Context: an optimization exercise on an open-source flow, tuned for small area and a short achievable clock period. The choices shown serve that exercise and are no tape-out recipe. In this exercise RTL edits were held to simulation tests only and were not proved equivalent to the original. Power is estimated from default activity; no workload was simulated.

==> flow/design.v <==
module uart_rx_recorder (
  input  logic       clk,
  input  logic       rst,
  input  logic       i_valid,
  input  logic [7:0] i_data,
  input  logic       i_clear,
  input  logic [8:0] i_raddr,
  output logic [7:0] o_rdata,
  output logic [9:0] o_count,
  output logic       o_busy,
  output logic       o_done,
  output logic       o_full,
  output logic [7:0] o_checksum
);
  logic       busy_q, done_q;
  logic [9:0] count_q;
  logic [7:0] sum_q;
  logic       we;
  logic [9:0] count_inc;
  logic       last;
  assign we        = i_valid & ~i_clear & ~done_q;
  assign count_inc = count_q + 10'd1;
  assign last      = (i_data == 8'h00) | count_q[9] | (&count_q[8:0]);
  always_ff @(posedge clk) begin
    if (rst || i_clear) begin
      busy_q  <= 1'b0;
      done_q  <= 1'b0;
      count_q <= '0;
      sum_q   <= '0;
    end else if (we) begin
      busy_q  <= ~last;
      done_q  <= last;
      count_q <= count_inc;
      sum_q   <= sum_q + i_data;
    end
  end
  assign o_count    = count_q;
  assign o_busy     = busy_q;
  assign o_done     = done_q;
  assign o_full     = count_q[9];
  assign o_checksum = sum_q;
  logic [7:0] wa_q, wb_q, wc_q;
  always_ff @(posedge clk) begin
    if (rst || i_clear) begin
      wa_q <= 8'd1;
      wb_q <= 8'd1;
      wc_q <= 8'd1;
    end else if (we) begin
      wa_q <= {wa_q[6:0], wa_q[7]};
      if (wa_q[7]) wb_q <= {wb_q[6:0], wb_q[7]};
      if (wa_q[7] && wb_q[7]) wc_q <= {wc_q[6:0], wc_q[7]};
    end
  end
  logic [63:0]  wbc;
  logic [127:0] rsel;
  always_comb begin
    for (int k = 0; k < 64; k++) wbc[k] = we & wb_q[k % 8] & wc_q[k / 8];
    for (int r = 0; r < 128; r++) rsel[r] = (i_raddr[6:0] == 7'(r));
  end
  logic [7:0] mem [512];
  for (genvar r = 0; r < 512; r++) begin : g_row
    always_ff @(posedge clk) begin
      if (wa_q[r % 8] && wbc[r / 8]) mem[r] <= i_data;
    end
  end
  logic [7:0] rd;
  for (genvar b = 0; b < 8; b++) begin : g_bit
    logic [63:0]  l1;
    logic [31:0]  l2_n;
    logic [7:0]   l3;
    logic [3:0]   l4_n;
    for (genvar i = 0; i < 64; i++) begin : g_l1
      uart_rx_recorder_or8 u (.s(rsel[8*(i%16) +: 8]), .d({mem[8*i+7][b], mem[8*i+6][b], mem[8*i+5][b], mem[8*i+4][b],
                                                   mem[8*i+3][b], mem[8*i+2][b], mem[8*i+1][b], mem[8*i][b]}),
                              .y(l1[i]));
    end
    for (genvar i = 0; i < 32; i++) begin : g_l2
      uart_rx_recorder_nor2 u (.a(l1[2*i]), .b(l1[2*i+1]), .y(l2_n[i]));
    end
    for (genvar i = 0; i < 8; i++) begin : g_l3
      uart_rx_recorder_nand4 u (.a(l2_n[4*i]), .b(l2_n[4*i+1]), .c(l2_n[4*i+2]), .d(l2_n[4*i+3]), .y(l3[i]));
    end
    for (genvar i = 0; i < 4; i++) begin : g_l4
      uart_rx_recorder_nor2 u (.a(l3[2*i]), .b(l3[2*i+1]), .y(l4_n[i]));
    end
    assign rd[b] = ~l4_n[i_raddr[8:7]];
  end
  always_ff @(posedge clk) begin
    if (rst) o_rdata <= '0;
    else     o_rdata <= rd;
  end
endmodule
module uart_rx_recorder_or8 (
  input  logic [7:0] s,
  input  logic [7:0] d,
  output logic       y
);
  assign y = |(s & d);
endmodule
module uart_rx_recorder_nand4 (
  input  logic a, b, c, d,
  output logic y
);
  assign y = ~(a & b & c & d);
endmodule
module uart_rx_recorder_nor2 (
  input  logic a, b,
  output logic y
);
  assign y = ~(a | b);
endmodule
clock: 3.5 ns
lec_check: 0
cap_margin: 20
core_margin: 2
core_utilization: 40
cts_cluster_diameter: 60
cts_cluster_size: 30
gpl_timing_driven: 0
setup_slack_margin: 1.5
slew_margin: 20
synth_hierarchical: 1
tns_end_percent: 5
run.sh (not shown) runs the stock make flow with config.mk's settings and CLKGATE_MAP_FILE= SYNTH_SCRIPT=/design/flow/synth_recipe.tcl, a recipe that flattens the netlist after the stock synthesis.
The first run ran to the end with no violations.
Next try:
--- a/flow/design.v
+++ b/flow/design.v
@@ -40,26 +40,28 @@
   assign o_full     = count_q[9];
   assign o_checksum = sum_q;
-  logic [7:0] wa_q, wb_q, wc_q;
+  logic [7:0] wa_n_q, wb_q, wc_q;
   always_ff @(posedge clk) begin
     if (rst || i_clear) begin
-      wa_q <= 8'd1;
-      wb_q <= 8'd1;
-      wc_q <= 8'd1;
+      wa_n_q <= 8'hfe;
+      wb_q   <= 8'd1;
+      wc_q   <= 8'd1;
     end else if (we) begin
-      wa_q <= {wa_q[6:0], wa_q[7]};
-      if (wa_q[7]) wb_q <= {wb_q[6:0], wb_q[7]};
-      if (wa_q[7] && wb_q[7]) wc_q <= {wc_q[6:0], wc_q[7]};
+      wa_n_q <= {wa_n_q[6:0], wa_n_q[7]};
+      if (!wa_n_q[7]) wb_q <= {wb_q[6:0], wb_q[7]};
+      if (!wa_n_q[7] && wb_q[7]) wc_q <= {wc_q[6:0], wc_q[7]};
     end
   end
-  logic [63:0]  wbc;
-  logic [127:0] rsel;
+  logic [63:0]  wbc_n;
+  logic [511:0] wen;
+  logic [511:0] rsel;
   always_comb begin
-    for (int k = 0; k < 64; k++) wbc[k] = we & wb_q[k % 8] & wc_q[k / 8];
-    for (int r = 0; r < 128; r++) rsel[r] = (i_raddr[6:0] == 7'(r));
+    for (int k = 0; k < 64; k++) wbc_n[k] = ~(we & wb_q[k % 8] & wc_q[k / 8]);
+    for (int r = 0; r < 512; r++) rsel[r] = (i_raddr == 9'(r));
   end
   logic [7:0] mem [512];
   for (genvar r = 0; r < 512; r++) begin : g_row
+    uart_rx_recorder_nor2 u_wen (.a(wa_n_q[r % 8]), .b(wbc_n[r / 8]), .y(wen[r]));
     always_ff @(posedge clk) begin
-      if (wa_q[r % 8] && wbc[r / 8]) mem[r] <= i_data;
+      if (wen[r]) mem[r] <= i_data;
     end
   end
@@ -71,5 +73,5 @@
     logic [3:0]   l4_n;
     for (genvar i = 0; i < 64; i++) begin : g_l1
-      uart_rx_recorder_or8 u (.s(rsel[8*(i%16) +: 8]), .d({mem[8*i+7][b], mem[8*i+6][b], mem[8*i+5][b], mem[8*i+4][b],
+      uart_rx_recorder_or8 u (.s(rsel[8*i +: 8]), .d({mem[8*i+7][b], mem[8*i+6][b], mem[8*i+5][b], mem[8*i+4][b],
                                                    mem[8*i+3][b], mem[8*i+2][b], mem[8*i+1][b], mem[8*i][b]}),
                               .y(l1[i]));
@@ -84,5 +86,9 @@
       uart_rx_recorder_nor2 u (.a(l3[2*i]), .b(l3[2*i+1]), .y(l4_n[i]));
     end
-    assign rd[b] = ~l4_n[i_raddr[8:7]];
+    logic [1:0] l5;
+    for (genvar i = 0; i < 2; i++) begin : g_l5
+      uart_rx_recorder_nand2 u (.a(l4_n[2*i]), .b(l4_n[2*i+1]), .y(l5[i]));
+    end
+    assign rd[b] = l5[0] | l5[1];
   end
   always_ff @(posedge clk) begin
@@ -110,2 +116,8 @@
   assign y = ~(a | b);
 endmodule
+module uart_rx_recorder_nand2 (
+  input  logic a, b,
+  output logic y
+);
+  assign y = ~(a & b);
+endmodule
The new run completed with no timing, DRC or antenna violations; first-iteration DRC count is lower by 15%; power is lower by 1.4%; clock-buffer cell count is lower by 10; design area is lower by 2.1%; final cell count is lower by 2.6%.

==> what the ideal ports hide <==
How much do the figures lean on ideal ports? The routed layouts below were timed once more, with nothing changed but the port constraints.
Step 1 (the two cells are an assumption about what drives the block):
set clk [get_ports {clk}]
set_driving_cell -lib_cell sky130_fd_sc_hd__clkbuf_16 $clk
set_driving_cell -lib_cell sky130_fd_sc_hd__buf_2 [delete_from_list [all_inputs] $clk]
Step 2 adds t to the input delays and takes it off the output delays; t is the mean of the earliest and latest rising clock arrival at the registers after step 1. Input paths then give back, and output paths get back, about the clock's delay inside the block.
Three values: ideal ports, drivers, drivers and shift; two values: the first two.
run	t, ns	slack for setup (ns)	worst register clock-pin slew, ns
the first run	1.022	0.379 / 0.324 / -0.698	0.11 / 0.11
the second run	1.022	0.744 / 0.659 / -0.363	0.11 / 0.11
With both steps, setup timing fails in the first run and the second run, where it was met with ideal ports. For the second run, which loses most, drivers alone change the setup slack by -0.085 ns; drivers and shift together by -1.107 ns.
